This is an optimization exercise on Yosys and OpenROAD, whose aim is small area, a short achievable clock period and few clock cycles per item, not a production implementation. No run shown here included a check of the RTL's function; only the layout flow was run. Power figures rest on the tool's default switching activity, not on a simulated workload.

## design/flow/design.v

```verilog
package ust_pkg;
	localparam int DEPTH = 16;
	localparam int CNT_W = $clog2(DEPTH + 1);
	localparam int VAL_W = 32;
	localparam int OUT_CNT_W = 5;
	localparam int RES_W = 2 + OUT_CNT_W;
	localparam logic [1:0] ACT_ADD      = 2'd0;
	localparam logic [1:0] ACT_CONTAINS = 2'd1;
	localparam logic [1:0] ACT_REMOVE   = 2'd2;
	localparam logic [1:0] ACT_CLEAR    = 2'd3;
endpackage
module ust_cell (
	input  logic                      clk,
	input  logic                      we,
	input  logic [ust_pkg::VAL_W-1:0] wdata,
	input  logic [ust_pkg::VAL_W-1:0] key,
	output logic                      eq
);
	logic [ust_pkg::VAL_W-1:0] entry_q;
	always_ff @(posedge clk) begin
		if (we) begin
			entry_q <= wdata;
		end
	end
	assign eq = (entry_q == key);
endmodule
module unsorted_set_table (
	input  logic                          clk,
	input  logic                          arst_n,
	input  logic                          req_valid,
	output logic                          req_ready,
	input  logic [1:0]                    req_action,
	input  logic [ust_pkg::VAL_W-1:0]     req_value,
	output logic                          rsp_valid,
	input  logic                          rsp_ready,
	output logic                          rsp_hit,
	output logic                          rsp_full_res,
	output logic [ust_pkg::OUT_CNT_W-1:0] rsp_entry_count
);
	localparam int DEPTH = ust_pkg::DEPTH;
	localparam int SLOTS = DEPTH + 1;
	localparam int RES_W = ust_pkg::RES_W;
	function automatic logic [SLOTS-1:0] lowest(input logic [SLOTS-1:0] v);
		logic [SLOTS-1:0] below;
		below[0] = 1'b0;
		for (int i = 1; i < SLOTS; i++) begin
			below[i] = below[i-1] | v[i-1];
		end
		lowest = v & ~below;
	endfunction
	logic                      accept;
	logic                      take_add;
	logic [SLOTS-1:0]          valid_q;
	logic [SLOTS-1:0]          valid_d;
	logic [ust_pkg::CNT_W-1:0] count_q;
	logic [ust_pkg::CNT_W-1:0] count_d;
	logic                      full_q;
	logic                      full_d;
	logic                      last_q;
	logic                      last_d;
	logic                      b_add_q;
	logic                      b_con_q;
	logic                      b_rem_q;
	logic                      b_clr_q;
	logic [SLOTS-1:0]          b_eq_q;
	logic [SLOTS-1:0]          b_slot_q;
	logic [SLOTS-1:0]          slot_q;
	logic [SLOTS-1:0]          slot_d;
	logic                      add_ok;
	logic                      add_ok_q;
	logic                      add_ok_d;
	assign accept   = req_valid && req_ready;
	assign take_add = accept && (req_action == ust_pkg::ACT_ADD);
	logic [SLOTS-1:0]          eq;
	logic [SLOTS-1:0]          held;
	logic                      same_q;
	logic                      none_2;
	logic [SLOTS-1:0]          free_1;
	logic [SLOTS-1:0]          free_2;
	logic [SLOTS-1:0]          we;
	for (genvar i = 0; i < SLOTS; i++) begin : g_cell
		ust_cell u_cell (
			.clk   (clk),
			.we    (we[i]),
			.wdata (req_value),
			.key   (req_value),
			.eq    (eq[i])
		);
	end
	assign held   = valid_q | (add_ok ? b_slot_q : '0);
	assign free_1 = lowest(~held);
	assign free_2 = lowest(~held & ~slot_q);
	assign none_2 = full_q || (last_q && add_ok && !same_q);
	assign we     = (add_ok && same_q) ? '0 : slot_q;
	always_comb begin
		if (b_clr_q) begin
			slot_d = slot_q[0] ? SLOTS'(2) : SLOTS'(1);
		end else begin
			slot_d = none_2 ? free_1 : free_2;
		end
	end
	always_ff @(posedge clk or negedge arst_n) begin
		if (!arst_n) begin
			slot_q <= SLOTS'(1);
			same_q <= 1'b0;
		end else begin
			slot_q <= slot_d;
			same_q <= none_2 && !b_clr_q;
		end
	end
	always_ff @(posedge clk or negedge arst_n) begin
		if (!arst_n) begin
			b_add_q   <= 1'b0;
			b_con_q   <= 1'b0;
			b_rem_q   <= 1'b0;
			b_clr_q   <= 1'b0;
		end else begin
			b_add_q   <= take_add;
			b_con_q   <= accept && (req_action == ust_pkg::ACT_CONTAINS);
			b_rem_q   <= accept && (req_action == ust_pkg::ACT_REMOVE);
			b_clr_q   <= accept && (req_action == ust_pkg::ACT_CLEAR);
		end
	end
	always_ff @(posedge clk) begin
		b_eq_q   <= eq;
		b_slot_q <= slot_q;
	end
	logic [SLOTS-1:0]          match;
	logic [SLOTS-1:0]          match_first;
	logic                      any;
	logic                      rem_ok;
	logic [ust_pkg::CNT_W-1:0] count_inc;
	logic [ust_pkg::CNT_W-1:0] count_dec;
	logic                      hit_d;
	logic                      res_full_d;
	assign match       = b_eq_q & valid_q;
	assign any         = |match;
	assign match_first = lowest(match);
	assign add_ok_d    = take_add && !full_d;
	assign add_ok      = add_ok_q;
	assign rem_ok      = b_rem_q && any;
	assign count_inc   = count_q + ust_pkg::CNT_W'(1);
	assign count_dec   = count_q - ust_pkg::CNT_W'(1);
	assign valid_d = b_clr_q ? '0
	               : ((valid_q & ~(b_rem_q ? match_first : '0)) | (add_ok ? b_slot_q : '0));
	assign count_d = b_clr_q ? '0 : (add_ok ? count_inc : (rem_ok ? count_dec : count_q));
	assign hit_d   = add_ok || ((b_con_q || b_rem_q) && any);
	assign res_full_d = b_add_q && full_q;
	assign full_d  = !b_clr_q && (add_ok ? last_q : (rem_ok ? 1'b0 : full_q));
	assign last_d  = !b_clr_q && (add_ok ? (count_q == ust_pkg::CNT_W'(DEPTH - 2))
	                          : (rem_ok ? full_q : last_q));
	always_ff @(posedge clk or negedge arst_n) begin
		if (!arst_n) begin
			valid_q <= '0;
			count_q <= '0;
			full_q  <= 1'b0;
			last_q  <= 1'b0;
			add_ok_q <= 1'b0;
		end else begin
			valid_q <= valid_d;
			count_q <= count_d;
			full_q  <= full_d;
			last_q  <= last_d;
			add_ok_q <= add_ok_d;
		end
	end
	localparam int QN = 4;
	logic [RES_W-1:0] res_q;
	logic             res_v_q;
	logic [RES_W-1:0] q_q [QN];
	logic [QN-1:0]    v_q;
	logic [QN-1:0]    v_d;
	logic             take;
	logic [2:0]       pend_q;
	logic [2:0]       pend_d;
	logic             block_q;
	logic             head_q;
	logic [QN-1:0]    vh;
	always_ff @(posedge clk or negedge arst_n) begin
		if (!arst_n) begin
			res_v_q <= 1'b0;
		end else begin
			res_v_q <= b_add_q || b_con_q || b_rem_q || b_clr_q;
		end
	end
	always_ff @(posedge clk) begin
		res_q <= {hit_d, res_full_d, ust_pkg::OUT_CNT_W'(count_d)};
	end
	assign vh   = {v_q[QN-1:1], head_q};
	assign take = head_q && rsp_ready;
	always_comb begin
		for (int k = 0; k < QN; k++) begin
			if (take) begin
				v_d[k] = ((k + 1 < QN) ? vh[(k + 1) % QN] : 1'b0)
				      || (res_v_q && ((k == 0) || vh[k]));
			end else begin
				v_d[k] = vh[k] || (res_v_q && ((k == 0) || vh[(k + QN - 1) % QN]));
			end
		end
	end
	always_ff @(posedge clk or negedge arst_n) begin
		if (!arst_n) begin
			v_q    <= '0;
			head_q <= 1'b0;
		end else begin
			v_q    <= v_d;
			head_q <= |v_d;
		end
	end
	always_ff @(posedge clk) begin
		for (int k = 0; k < QN; k++) begin
			if (take) begin
				if ((k + 1 < QN) && vh[(k + 1) % QN]) q_q[k] <= q_q[(k + 1) % QN];
				else q_q[k] <= res_q;
			end else begin
				if (!vh[k]) q_q[k] <= res_q;
			end
		end
	end
	always_comb begin
		pend_d = pend_q;
		if (accept && !take) pend_d = pend_q + 3'd1;
		if (!accept && take) pend_d = pend_q - 3'd1;
	end
	always_ff @(posedge clk or negedge arst_n) begin
		if (!arst_n) begin
			pend_q  <= '0;
			block_q <= 1'b0;
		end else begin
			pend_q  <= pend_d;
			block_q <= (pend_d == 3'(QN));
		end
	end
	assign req_ready       = !block_q;
	assign rsp_valid       = v_q[0];
	assign rsp_hit         = q_q[0][RES_W-1];
	assign rsp_full_res    = q_q[0][RES_W-2];
	assign rsp_entry_count = q_q[0][ust_pkg::OUT_CNT_W-1:0];
endmodule
```

## design/flow/run.sh

```bash
#!/bin/bash
# synth_recipe.tcl (not shown) runs the flow's synth.tcl, then flattens the netlist and writes it again
# the make line also repeats each setting of config.mk as NAME=value (left out here)
make -C /OpenROAD-flow-scripts/flow DESIGN_CONFIG=/design/flow/config.mk WORK_HOME=/design/flow/orfs CLKGATE_MAP_FILE= SYNTH_SCRIPT=/design/flow/synth_recipe.tcl finish
```

## design/flow/config.mk

```make
export PLATFORM = sky130hd
export DESIGN_NAME = unsorted_set_table
export DESIGN_NICKNAME = unsorted_set_table
export VERILOG_FILES = /design/flow/design.v
export SDC_FILE = /design/flow/constraint.sdc
export NUM_CORES = 4
export LEC_CHECK = 0
export CAP_MARGIN = 20
export CORE_MARGIN = 2
export CORE_UTILIZATION = 50
export CTS_BUF_LIST = sky130_fd_sc_hd__clkbuf_8 sky130_fd_sc_hd__clkbuf_16
export CTS_CLUSTER_DIAMETER = 60
export CTS_CLUSTER_SIZE = 20
export PLACE_DENSITY = 0.65
export SETUP_SLACK_MARGIN = 3.0
export SLEW_MARGIN = 20
```

## design/flow/constraint.sdc

```tcl
create_clock -name core_clock -period 5.0 [get_ports {clk}]
set_input_delay 1.0000 -clock core_clock [delete_from_list [all_inputs] [get_ports {clk}]]
set_output_delay 1.0000 -clock core_clock [all_outputs]
set_load 0.01 [all_outputs]
```

==> results.py, run 1 <==
metrics = {
    "critical_path": {
        "cp_data_required_time_ps": 5540,
        "reg2reg_depth": 6,
        "r2r_end": "slot_q[15]$_DFF_PN0_",
        "cp-start-kind": "register",
        "cp_max_fo": 6,
        "r2r_start": "add_ok_q$_DFF_PN0_",
        "endpoint_kind": "register",
        "worstSetupPathType": "register to register",
        "arrival_ps": 2770,
        "regToRegSetupSlack_ps": 2780,
    },
    "detailed_routing": {
        "wire_per_inst_um": 25.60,
        "viasPerCell": 5.845,
        "drtIter0Drc": 1578,
        "drtAntennaViolNets": 0,
        "wl_um": 69880,
        "drt_first_pass_iters": 6,
        "num_vias": 15950,
        "drc": 0,
    },
    "timing": {
        "layout_min_cycle_time_ps": 2224,
        "setup_viol": 0,
        "final_max_slew_viol_count": 0,
        "skew_ps": 29.19,
        "slew_headroom": 0.4676,
        "tns_ps": 0,
        "rsz0062_at_grt": "true",
        "worst_slew_pin_slew_ps": 798.6,
        "fmaxAchievable_mhz": 449.6,
        "hold_viol": 0,
        "fin_crit_sh": 0.4448,
    },
    "cts": {
        "tritoncts": "built",
        "cts_buffer_depth": 3,
        "clock_sinks": 670,
        "root_buffer": "clkbuf_16",
        "clkTransAtPathRegs_ps": 70,
        "clkLatencyLatePin_ps": 620,
        "cts_hold_buf": 0,
        "htreeDepth": 2,
        "cts_made_buffers": 49,
    },
    "cells_and_area": {
        "antenna_cells": 0,
        "finalNetCount": 2028,
        "fillers": 4290,
        "drive_gt1_frac": 0.1679,
        "area_growth_pct": 15.51,
        "seq_area_um2": 19230,
        "final_area_um2": 31930,
        "multi_input_area_um2": 8658,
    },
    "synth": {
        "syn_nets": 1903,
        "synth_top_area_frac": 0.5985,
        "synth_cell_type_count": 64,
        "yosys.area.top_type": "edfxtp_1",
        "yosysMostFrequentCell": "edfxtp_1",
        "netlist_top_cells_count": "edfxtp_1 (551), xor2_1 (544), nor4_1 (143), nor2_1 (74), clkbuf_1 (73)",
        "yosys_warnings": 3,
        "ys_async_sr_fraction": 0.08507,
        "syn_area_per_cell_um2": 14.86,
        "syn-cell-area_um2": 27650,
        "synth_cells": 1860,
        "yosys-top-cells-area": "edfxtp_1 (60%), xor2_1 (17%), dfrtp_1 (5.1%), dfxtp_1 (4.5%), nor4_1 (3.2%)",
        "synth-edff-count": 551,
        "ys.flop_type": "edfxtp_1",
        "ys_seq_area_frac": 0.6950,
        "ys_ff_latch": 670,
    },
    "floorplanning": {
        "die_height_um": 239.1,
        "die_x_um": 239.1,
        "start_util": 0.5038,
        "core_area_um2": 54880,
        "die_area_um2": 57190,
        "io_pins": 47,
        "num_rows": 86,
    },
    "grt": {
        "grt_pass1_wl_um": 101600,
        "grt_pass1_vias": 15475,
        "track_usage": 0.2423,
        "grt_start_max_net_pins": 58,
        "antenna_found_initial": 3,
        "grt-ovfl-total": 0,
    },
    "worst_hold_path": {
        "hp-start": "slot_q[16]$_DFF_PN0_",
        "min_path_cells": 0,
        "worst_hold_path.endpoint": "b_slot_q[16]$_DFF_P_",
        "hold_class": "register to register",
    },
    "power_and_ir_drop": {
        "p_leak_nw": 11.35,
        "ir_drop_uv": 301.4,
        "power_density_nw_per_um2": 401.0,
        "p_total_w": 0.01281,
    },
    "place": {
        "post-dp-hpwl_um": 40410,
        "place_area_um2": 29010,
        "place.gp.congestion": 0.8829,
        "port_buffers": 46,
    },
    "flow_run": {
        "maxCapViolations": 0,
    },
    "status": {
        "status": "timing/DRC/antenna clean",
    },
}
kinds of logic after synthesis:
group,synth area share
flops,0.6950
xor+xnor,0.1730
simple gates,0.07716
compound gates,0.03136
buf+inv,0.01358
mux,0.007648
fa+ha+maj,0.002263
power breakdown:
part	switching (W)	internal [W]	total, W	leakage [nW]
Sequential	0.000312	0.00664	0.00695	6.27
Combinational	0.00103	0.000620	0.00165	4.23
Clock	0.00208	0.00212	0.00420	0.849
Total	0.00343	0.00938	0.0128	11.3
registers in the layout, summed over array words and instances (netlist names):
signal and flops:
add_ok_q 1, b_add_q 1, b_clr_q 1, b_con_q 1, b_eq_q 17, b_rem_q 1, b_slot_q 17, block_q 1
count_q 5, full_q 1, g_cell.u_cell.entry_q 544, head_q 1, last_q 1, pend_q 3, q_q 28, res_q 7
res_v_q 1, same_q 1, slot_q 17, v_q 4, valid_q 17
timing repair:
item                       CTS  global route
pin swaps                   22            22
setup buffers               11            27
cloned                      11             8
gates resized for setup    140            91
setup endpoints to repair  525           408
worst max-delay path, cell delays in order (launching register included):
cell      delay [ps]
dfrtp_4          480
buf_8            150
a211oi_4          70
or3_4            400
or4_4            470
or4_4            430
a21oi_2          150
stage by stage:
| step | setup WS (ps) | instances | util | hold slack (ps) |
|---|---|---|---|---|
| after floorplan | 2824 | 1860 | - | 347.2 |
| after global placement | 1900 | 2577 | 0.5275 | 367.5 |
| after detailed placement | 1904 | 2580 | 0.5287 | 365.2 |
| after CTS | 2724 | 2693 | 0.5680 | 382.8 |
| after global routing | 2722 | 2729 | 0.5819 | 400.4 |
| final | 2776 | 2729 | 0.5819 | 394.2 |
worst max path at each step:
stage / to / depth (start not counted) / slack, ps / startpoint
4_1_cts: slot_q[15]$_DFF_PN0_ / 6 / 2720 / add_ok_q$_DFF_PN0_
5_1_grt: slot_q[15]$_DFF_PN0_ / 5 / 2720 / same_q$_DFF_PN0_
3_3_place_gp: b_eq_q[5]$_DFF_P_ / 6 / 1900 / req_value[12]
6_report: slot_q[15]$_DFF_PN0_ / 6 / 2780 / add_ok_q$_DFF_PN0_
2_1_floorplan: g_cell[10].u_cell.entry_q[0]$_DFFE_PP_ / 7 / 2820 / add_ok_q$_DFF_PN0_
3_5_place_dp: b_eq_q[5]$_DFF_P_ / 6 / 1900 / req_value[12]
cell usage in the layout, fill, tap and decap left out, drive strengths merged, types with 10 or more instances in the layout:
master	count
buf	128
dfrtp	56
mux2	17
nor4	143
nor2	74
nand2	54
a22oi	14
clkbuf	61
nor3	18
a21oi	34
o21ai	15
xor2	544
dfxtp	62
nand4	38
inv	37
and2	32
clkinv	13
o22ai	21
nand3	10
edfxtp	551
metal layers:
layer | up-vias | routed length (um) | GRT usage | part of all wire
met4 | 0 | 1508 | 0.06193 | 0.022
met1 | 8269 | 31570 | 0.3622 | 0.45
li1 | 7047 | - | - | -
met2 | 544 | 32490 | 0.3801 | 0.46
met3 | 90 | 4301 | 0.02783 | 0.062
met5 | - | 0 | 0 | 0
layout make-up:
cell class	count	area share
flip-flops and latches	670	0.6020
multi-input cells	1107	0.2711
repair buffers	140	0.04443
clock buffers	53	0.04083
well taps	704	0.02758
clock inverters	38	0.01199
inverters	17	0.001998
==> run 2: changes to the inputs <==
--- a/design/flow/design.v
+++ b/design/flow/design.v
@@ -73,15 +73,12 @@
 	assign take_add = accept && (req_action == ust_pkg::ACT_ADD);
 	logic [SLOTS-1:0]          eq;
 	logic [SLOTS-1:0]          held;
-	logic                      same_q;
-	logic                      none_2;
 	logic [SLOTS-1:0]          free_1;
 	logic [SLOTS-1:0]          free_2;
-	logic [SLOTS-1:0]          we;
 	for (genvar i = 0; i < SLOTS; i++) begin : g_cell
 		ust_cell u_cell (
 			.clk   (clk),
-			.we    (we[i]),
+			.we    (slot_q[i]),
 			.wdata (req_value),
 			.key   (req_value),
 			.eq    (eq[i])
@@ -90,22 +87,18 @@
 	assign held   = valid_q | (add_ok ? b_slot_q : '0);
 	assign free_1 = lowest(~held);
 	assign free_2 = lowest(~held & ~slot_q);
-	assign none_2 = full_q || (last_q && add_ok && !same_q);
-	assign we     = (add_ok && same_q) ? '0 : slot_q;
 	always_comb begin
 		if (b_clr_q) begin
-			slot_d = slot_q[0] ? SLOTS'(2) : SLOTS'(1);
-		end else begin
-			slot_d = none_2 ? free_1 : free_2;
+			slot_d = (take_add && slot_q[0]) ? SLOTS'(2) : SLOTS'(1);
+		end else begin
+			slot_d = take_add ? free_2 : free_1;
 		end
 	end
 	always_ff @(posedge clk or negedge arst_n) begin
 		if (!arst_n) begin
 			slot_q <= SLOTS'(1);
-			same_q <= 1'b0;
 		end else begin
 			slot_q <= slot_d;
-			same_q <= none_2 && !b_clr_q;
 		end
 	end
 	always_ff @(posedge clk or negedge arst_n) begin
--- a/design/flow/config.mk
+++ b/design/flow/config.mk
@@ -7,10 +7,10 @@
 export LEC_CHECK = 0
 export CAP_MARGIN = 20
 export CORE_MARGIN = 2
-export CORE_UTILIZATION = 50
+export CORE_UTILIZATION = 40
 export CTS_BUF_LIST = sky130_fd_sc_hd__clkbuf_8 sky130_fd_sc_hd__clkbuf_16
 export CTS_CLUSTER_DIAMETER = 60
 export CTS_CLUSTER_SIZE = 20
-export PLACE_DENSITY = 0.65
-export SETUP_SLACK_MARGIN = 3.0
+export PLACE_DENSITY = 0.6
+export SETUP_SLACK_MARGIN = 2.88
 export SLEW_MARGIN = 20
==> results.py, run 2 <==
metrics = {
    "synth": {
        "syn_area_per_cell_um2": 15.03,
        "syn_nets": 1870,
        "yosys_warnings": 3,
        "ys.flop_type": "edfxtp_1",
        "ys_async_sr_fraction": 0.08371,
        "netlist_top_cells_count": "edfxtp_1 (551), xor2_1 (544), nor4_1 (141), nor2_1 (79), clkbuf_1 (77)",
        "synth_cell_type_count": 57,
        "ys_ff_latch": 669,
        "yosys-top-cells-area": "edfxtp_1 (60%), xor2_1 (17%), dfrtp_1 (5.0%), dfxtp_1 (4.5%), nor4_1 (3.2%)",
        "synth-edff-count": 551,
        "yosys.area.top_type": "edfxtp_1",
        "synth_cells": 1827,
        "ys_seq_area_frac": 0.6987,
        "yosysMostFrequentCell": "edfxtp_1",
        "syn-cell-area_um2": 27470,
        "synth_top_area_frac": 0.6024,
    },
    "critical_path": {
        "endpoint_kind": "register",
        "arrival_ps": 2950,
        "cp-start-kind": "input port",
        "worstSetupPathType": "input port to register",
        "cp_max_fo": 5,
        "cp_data_required_time_ps": 5530,
    },
    "cts": {
        "clock_sinks": 669,
        "clkTransAtPathRegs_ps": 80,
        "cts_made_buffers": 49,
        "cts_hold_buf": 0,
        "tritoncts": "built",
        "htreeDepth": 2,
        "root_buffer": "clkbuf_16",
        "clkLatencyLatePin_ps": 610,
        "cts_buffer_depth": 3,
    },
    "grt": {
        "antenna_found_initial": 0,
        "grt_pass1_vias": 14816,
        "track_usage": 0.1825,
        "grt_pass1_wl_um": 96630,
        "grt-ovfl-total": 0,
        "grt_start_max_net_pins": 57,
    },
    "timing": {
        "final_max_slew_viol_count": 0,
        "fin_crit_sh": 0.4843,
        "worst_slack_ps": 2578,
        "skew_ps": 24.23,
        "hold_viol": 0,
        "layout_min_cycle_time_ps": 2422,
        "setup_viol": 0,
        "fmaxAchievable_mhz": 413.0,
        "worst_slew_pin_slew_ps": 778.8,
        "rsz0062_at_grt": "true",
        "slew_headroom": 0.4808,
        "tns_ps": 0,
    },
    "place": {
        "pre_cts_slack_ps": 1306,
        "place.gp.congestion": 0.8060,
        "post-dp-hpwl_um": 37600,
        "port_buffers": 46,
    },
    "cells_and_area": {
        "final_util": 0.4535,
        "regMostFlops": "g_cell.u_cell.entry_q",
        "area_growth_pct": 12.85,
        "fillers": 5915,
        "largest_reg_flops": 544,
        "antenna_cells": 0,
        "final_cell_mix": "edfxtp_1 (551), xor2_1 (544), nor4_1 (141)",
        "reg_top3": "g_cell.u_cell.entry_q: 544 flops, q_q: 28 flops",
        "drive_gt1_frac": 0.1208,
        "mostFrequentLayoutCell": "edfxtp_1",
        "finalNetCount": 1957,
    },
    "power_and_ir_drop": {
        "p_leak_nw": 10.89,
        "power_density_nw_per_um2": 392.8,
        "ir_drop_uv": 308.5,
    },
    "floorplanning": {
        "num_rows": 96,
        "die_x_um": 266.0,
        "core_area_um2": 68350,
        "start_util": 0.4019,
        "die_height_um": 266.0,
        "io_pins": 47,
        "die_area_um2": 70780,
    },
    "detailed_routing": {
        "num_vias": 14960,
        "drc": 0,
        "wl_um": 63930,
        "drtIter0Drc": 1300,
        "wire_per_inst_um": 22.54,
        "drt_first_pass_iters": 5,
        "drtAntennaViolNets": 0,
        "viasPerCell": 5.275,
    },
    "status": {
        "status": "timing/DRC/antenna clean",
    },
    "worst_hold_path": {
        "hold_class": "register to register",
    },
    "flow_run": {
        "maxCapViolations": 0,
    },
}
==> run 2: critical path: stages <==
cell      delay, ps
buf_6           100
nor4b_4         440
or4b_4          550
nor4b_4         320
buf_6           180
nand3b_1         90
a211oi_2        250
==> run 2: cell families after synthesis <==
family	Yosys count	synth area share
AO/OA/AOI/OAI	123	0.02984
XOR/XNOR	546	0.1741
multiplexers	18	0.007334
buffers and inverters	96	0.01316
adder cells (fa/ha/maj)	5	0.002278
flip-flops	669	0.6987
AND/OR/NAND/NOR	370	0.07462
==> run 2: per-stage QoR <==
step / hold WS, ps / power [W] / instances / instance area [um^2]
2_1_floorplan: 415.9 / 0.007528 / 1827 / 27640
3_3_place_gp: 447.5 / 0.007938 / 2731 / 28990
3_5_place_dp: 441.5 / 0.007996 / 2731 / 28990
4_1_cts: 460.9 / 0.01229 / 2835 / 30920
5_1_grt: 491.2 / 0.01265 / 2836 / 31000
6_report: 453.2 / 0.01217 / 2836 / 31000
==> run 2: metal layers <==
layer / vias up / track usage / routed length [um]
met1: 7679 / 0.2669 / 30430
met2: 337 / 0.2902 / 29680
met3: 91 / 0.01839 / 2251
met4: 0 / 0.05193 / 1569
met5: - / 0 / 0
li1: 6853 / - / -
==> run 2: power breakdown <==
| part | internal [W] | switching, W | leakage (nW) |
|---|---|---|---|
| registers | 0.00645 | 0.000211 | 6.26 |
| logic | 0.000458 | 0.000799 | 3.75 |
| clock network | 0.00218 | 0.00208 | 0.881 |
| total | 0.00909 | 0.00309 | 10.9 |
==> run 2: timing repair <==
item,CTS,global route
gates resized for setup,88,20
setup endpoints to repair,51,46
cloned,1,0
pin swaps,8,6
setup buffers,12,1
==> run 2: worst paths after layout <==
kind | from | end | slack [ps] | cells past startpoint
max | req_action[0] | slot_q[11]$_DFF_PN0_ | 2580 | 7
min | b_add_q$_DFF_PN0_ | res_v_q$_DFF_PN0_ | 450 | 2
max reg2reg | block_q$_DFF_PN0_ | slot_q[11]$_DFF_PN0_ | 2610 | 7
min reg2reg | b_add_q$_DFF_PN0_ | res_v_q$_DFF_PN0_ | 450 | 2
max in group asynchronous | arst_n | add_ok_q$_DFF_PN0_ | 3880 | 2
min in group asynchronous | arst_n | v_q[0]$_DFF_PN0_ | 530 | 2
==> run 2: layout make-up <==
type,instances,area [um^2],share of cell area
sequential,669,19200,0.6194
multi-input combinational,1062,7991,0.2578
clock buffer,56,1356,0.04376
tap,882,1104,0.03560
timing repair buffer,115,912.1,0.02943
clock inverter,35,370.4,0.01195
inverter,17,63.81,0.002059
==> run 3: changes to the inputs <==
--- a/design/flow/config.mk
+++ b/design/flow/config.mk
@@ -7,10 +7,11 @@
 export LEC_CHECK = 0
 export CAP_MARGIN = 20
 export CORE_MARGIN = 2
-export CORE_UTILIZATION = 40
+export CORE_UTILIZATION = 65
 export CTS_BUF_LIST = sky130_fd_sc_hd__clkbuf_8 sky130_fd_sc_hd__clkbuf_16
-export CTS_CLUSTER_DIAMETER = 60
-export CTS_CLUSTER_SIZE = 20
-export PLACE_DENSITY = 0.6
+export CTS_CLUSTER_DIAMETER = 70
+export CTS_CLUSTER_SIZE = 25
+export PLACE_DENSITY = 0.75
 export SETUP_SLACK_MARGIN = 2.88
 export SLEW_MARGIN = 20
+export TNS_END_PERCENT = 5
==> results.py, run 3 <==
metrics = {
    "detailed_routing": {
        "wl_um": 59540,
        "drc": 0,
        "drtAntennaViolNets": 0,
        "viasPerCell": 6.109,
        "num_vias": 15029,
        "wire_per_inst_um": 24.20,
        "drt_first_pass_iters": 7,
        "drtIter0Drc": 1437,
    },
    "cells_and_area": {
        "finalNetCount": 1938,
        "final_cell_mix": "edfxtp_1 (551), xor2_1 (544), nor4_1 (141)",
        "regMostFlops": "g_cell.u_cell.entry_q",
        "largest_reg_flops": 544,
        "mostFrequentLayoutCell": "edfxtp_1",
        "reg_top3": "g_cell.u_cell.entry_q: 544 flops, q_q: 28 flops",
        "area_growth_pct": 8.559,
        "final_util": 0.7124,
        "drive_gt1_frac": 0.09526,
        "fillers": 2735,
        "antenna_cells": 0,
    },
    "floorplanning": {
        "io_pins": 47,
        "die_x_um": 209.6,
        "core_area_um2": 41850,
        "die_area_um2": 43920,
        "num_rows": 75,
        "die_height_um": 209.6,
        "start_util": 0.6563,
    },
    "power_and_ir_drop": {
        "p_leak_nw": 10.55,
        "ir_drop_uv": 415.3,
        "power_density_nw_per_um2": 370.4,
    },
    "critical_path": {
        "r2r_end": "slot_q[11]$_DFF_PN0_",
        "reg2reg_depth": 7,
        "critical_path.startpoint": "block_q$_DFF_PN0_",
        "arrival_ps": 2810,
        "cp_top_family": "simple AND/OR/NAND/NOR gates",
        "cp-endpoint": "slot_q[11]$_DFF_PN0_",
        "crit_slowest_cell": "or4b_4",
        "worst-path-buf-inv": 2,
        "regToRegSetupSlack_ps": 2670,
        "worstPathCellList": "buf_6, nor4b_4, or4b_4, nor4b_4, buf_6, nand3b_1, a211oi_2",
        "cp_data_required_time_ps": 5480,
        "slowest_delay_ps": 530,
        "endpoint_kind": "register",
        "cp-start-kind": "register",
        "cp_max_fo": 5,
        "path_depth": 7,
        "worstSetupPathType": "register to register",
        "r2r_start": "block_q$_DFF_PN0_",
    },
    "synth": {
        "synth_cell_type_count": 57,
        "syn-cell-area_um2": 27470,
        "ys_seq_area_frac": 0.6987,
        "synth_top_area_frac": 0.6024,
        "yosysMostFrequentCell": "edfxtp_1",
        "synth_cells": 1827,
        "syn_area_per_cell_um2": 15.03,
        "yosys_warnings": 3,
        "syn_nets": 1870,
        "yosys-top-cells-area": "edfxtp_1 (60%), xor2_1 (17%), dfrtp_1 (5.0%), dfxtp_1 (4.5%), nor4_1 (3.2%)",
        "ys_ff_latch": 669,
        "netlist_top_cells_count": "edfxtp_1 (551), xor2_1 (544), nor4_1 (141), nor2_1 (79), clkbuf_1 (77)",
        "ys.flop_type": "edfxtp_1",
        "ys_async_sr_fraction": 0.08371,
        "synth-edff-count": 551,
        "yosys.area.top_type": "edfxtp_1",
    },
    "cts": {
        "htreeDepth": 2,
        "clock_sinks": 669,
        "clkLatencyLatePin_ps": 570,
        "root_buffer": "clkbuf_16",
        "cts_made_buffers": 36,
        "clkTransAtPathRegs_ps": 90,
        "tritoncts": "built",
        "cts_buffer_depth": 3,
        "cts_hold_buf": 0,
    },
    "place": {
        "port_buffers": 46,
        "post-dp-hpwl_um": 35180,
        "place.gp.congestion": 0.8922,
    },
    "timing": {
        "fmaxAchievable_mhz": 429.3,
        "layout_min_cycle_time_ps": 2329,
        "skew_ps": 20.99,
        "rsz0062_at_grt": "true",
        "final_max_slew_viol_count": 0,
        "slew_headroom": 0.3576,
        "worst_slew_pin_slew_ps": 963.5,
        "fin_crit_sh": 0.4659,
        "hold_viol": 0,
        "tns_ps": 0,
        "setup_viol": 0,
    },
    "status": {
        "status": "timing/DRC/antenna clean",
    },
    "grt": {
        "grt_start_max_net_pins": 57,
        "grt_pass1_wl_um": 90130,
        "antenna_found_initial": 1,
        "grt-ovfl-total": 0,
        "track_usage": 0.2773,
        "grt_pass1_vias": 14910,
    },
    "worst_hold_path": {
        "hold_class": "register to register",
    },
    "flow_run": {
        "maxCapViolations": 0,
    },
}
run 3: cell counts after synthesis:
Identical to the previous run, type by type.
run 3: kinds of logic (layout without fill, tap and decap cells):
logic type,count (synthesis),after routing,synth area share
buf+inv,96,190,0.01316
mux,18,18,0.007334
flops,669,669,0.6987
compound gates,123,123,0.02984
fa+ha+maj,5,5,0.002278
xor+xnor,546,546,0.1741
simple gates,370,370,0.07462
run 3: cell type report:
class | instances | area, um^2 | share of cell area
Clock buffer | 37 | 925.9 | 0.03105
Clock inverter | 27 | 168.9 | 0.005665
Inverter | 17 | 63.81 | 0.002140
Multi-Input combinational cell | 1062 | 7950 | 0.2666
Sequential cell | 669 | 19200 | 0.6438
Tap cell | 539 | 674.4 | 0.02262
Timing Repair Buffer | 109 | 837.1 | 0.02807
run 3: report_power, final:
| group | internal (W) | total (W) | switching (W) | leakage [nW] |
|---|---|---|---|---|
| Clock | 0.00140 | 0.00317 | 0.00177 | 0.580 |
| Combinational | 0.000440 | 0.00122 | 0.000780 | 3.71 |
| Sequential | 0.00645 | 0.00666 | 0.000208 | 6.26 |
| Total | 0.00829 | 0.0110 | 0.00276 | 10.5 |
run 3: worst min-delay path by stage:
stage                         startpoint               endpoint  slack, ps  cells after the start
CTS                 b_slot_q[14]$_DFF_P_  valid_q[14]$_DFF_PN0_        450                      2
finish              b_slot_q[14]$_DFF_P_  valid_q[14]$_DFF_PN0_        450                      2
detailed placement     b_con_q$_DFF_PN0_      res_v_q$_DFF_PN0_        440                      2
global placement       b_con_q$_DFF_PN0_      res_v_q$_DFF_PN0_        440                      2
global route         pend_q[2]$_DFF_PN0_    pend_q[2]$_DFF_PN0_        480                      1
floorplan              b_con_q$_DFF_PN0_      res_v_q$_DFF_PN0_        420                      2
run 3: through the flow:
step	instances	power (W)	hold WS (ps)	setup WS [ps]	area (um^2)
floorplan	1827	0.007512	415.9	2253	27470
global placement	2386	0.007906	436.8	1462	28540
detailed placement	2386	0.007964	440.7	1411	28540
CTS	2460	0.01108	452.3	2668	29750
global route	2460	0.01146	484.4	2617	29820
finish	2460	0.01104	446.7	2671	29820
run 3: layer usage:
metal	up-vias	GRT usage	wire length, um
li1	6780	-	-
met1	7619	0.3999	25650
met2	532	0.4439	28400
met3	96	0.04220	3999
met4	2	0.08608	1477
met5	-	0	11
run 3: repair_timing:
| action | CTS | global route |
|---|---|---|
| pin swaps | 5 | 4 |
| gates resized for setup | 36 | 27 |
| cloned | 1 | 0 |
| endpoints found under the setup margin | 52 | 60 |
| buffers inserted | 9 | 0 |
run 3: worst reg2reg max path, cell delays in order, from the launching register on:
cell and delay [ps]:
dfrtp_1 400, buf_6 130, nor4b_4 340, or4b_4 530
nor4b_4 340, buf_6 180, nand3b_1 90, a211oi_2 230

-- separate check: timing with driven ports --
How much do the figures lean on ideal ports? The routed layouts below were timed once more, with nothing changed but the port constraints.
Step 1 sets driving cells, clkbuf_16 on the clock port and buf_2 on the other inputs (assumed; they add their load-dependent delay and slew).
Step 2 adds t to the input delays and takes it off the output delays; t is the mean of the earliest and latest rising clock arrival at the registers after step 1. Input paths then give back, and output paths get back, about the clock's delay inside the block.
a / b / c = no drivers / after step 1 / after step 2; a / b = the first two.
run	t (ns)	slack for setup (ns)	hold slack, ns	worst setup path at the end	cell pins on the clock port's net
run 1	0.663	2.776 / 2.776 / 2.405	0.394 / 0.394 / 0.394	input to register	1
run 2	0.659	2.578 / 2.602 / 1.942	0.453 / 0.453 / 0.453	input to register	1
run 3	0.617	2.671 / 2.664 / 2.084	0.447 / 0.447 / 0.447	input to register	1
After both steps every run listed still meets setup and hold. For run 2, which loses most, drivers alone change the setup slack by +0.024 ns; drivers and shift together by -0.636 ns.
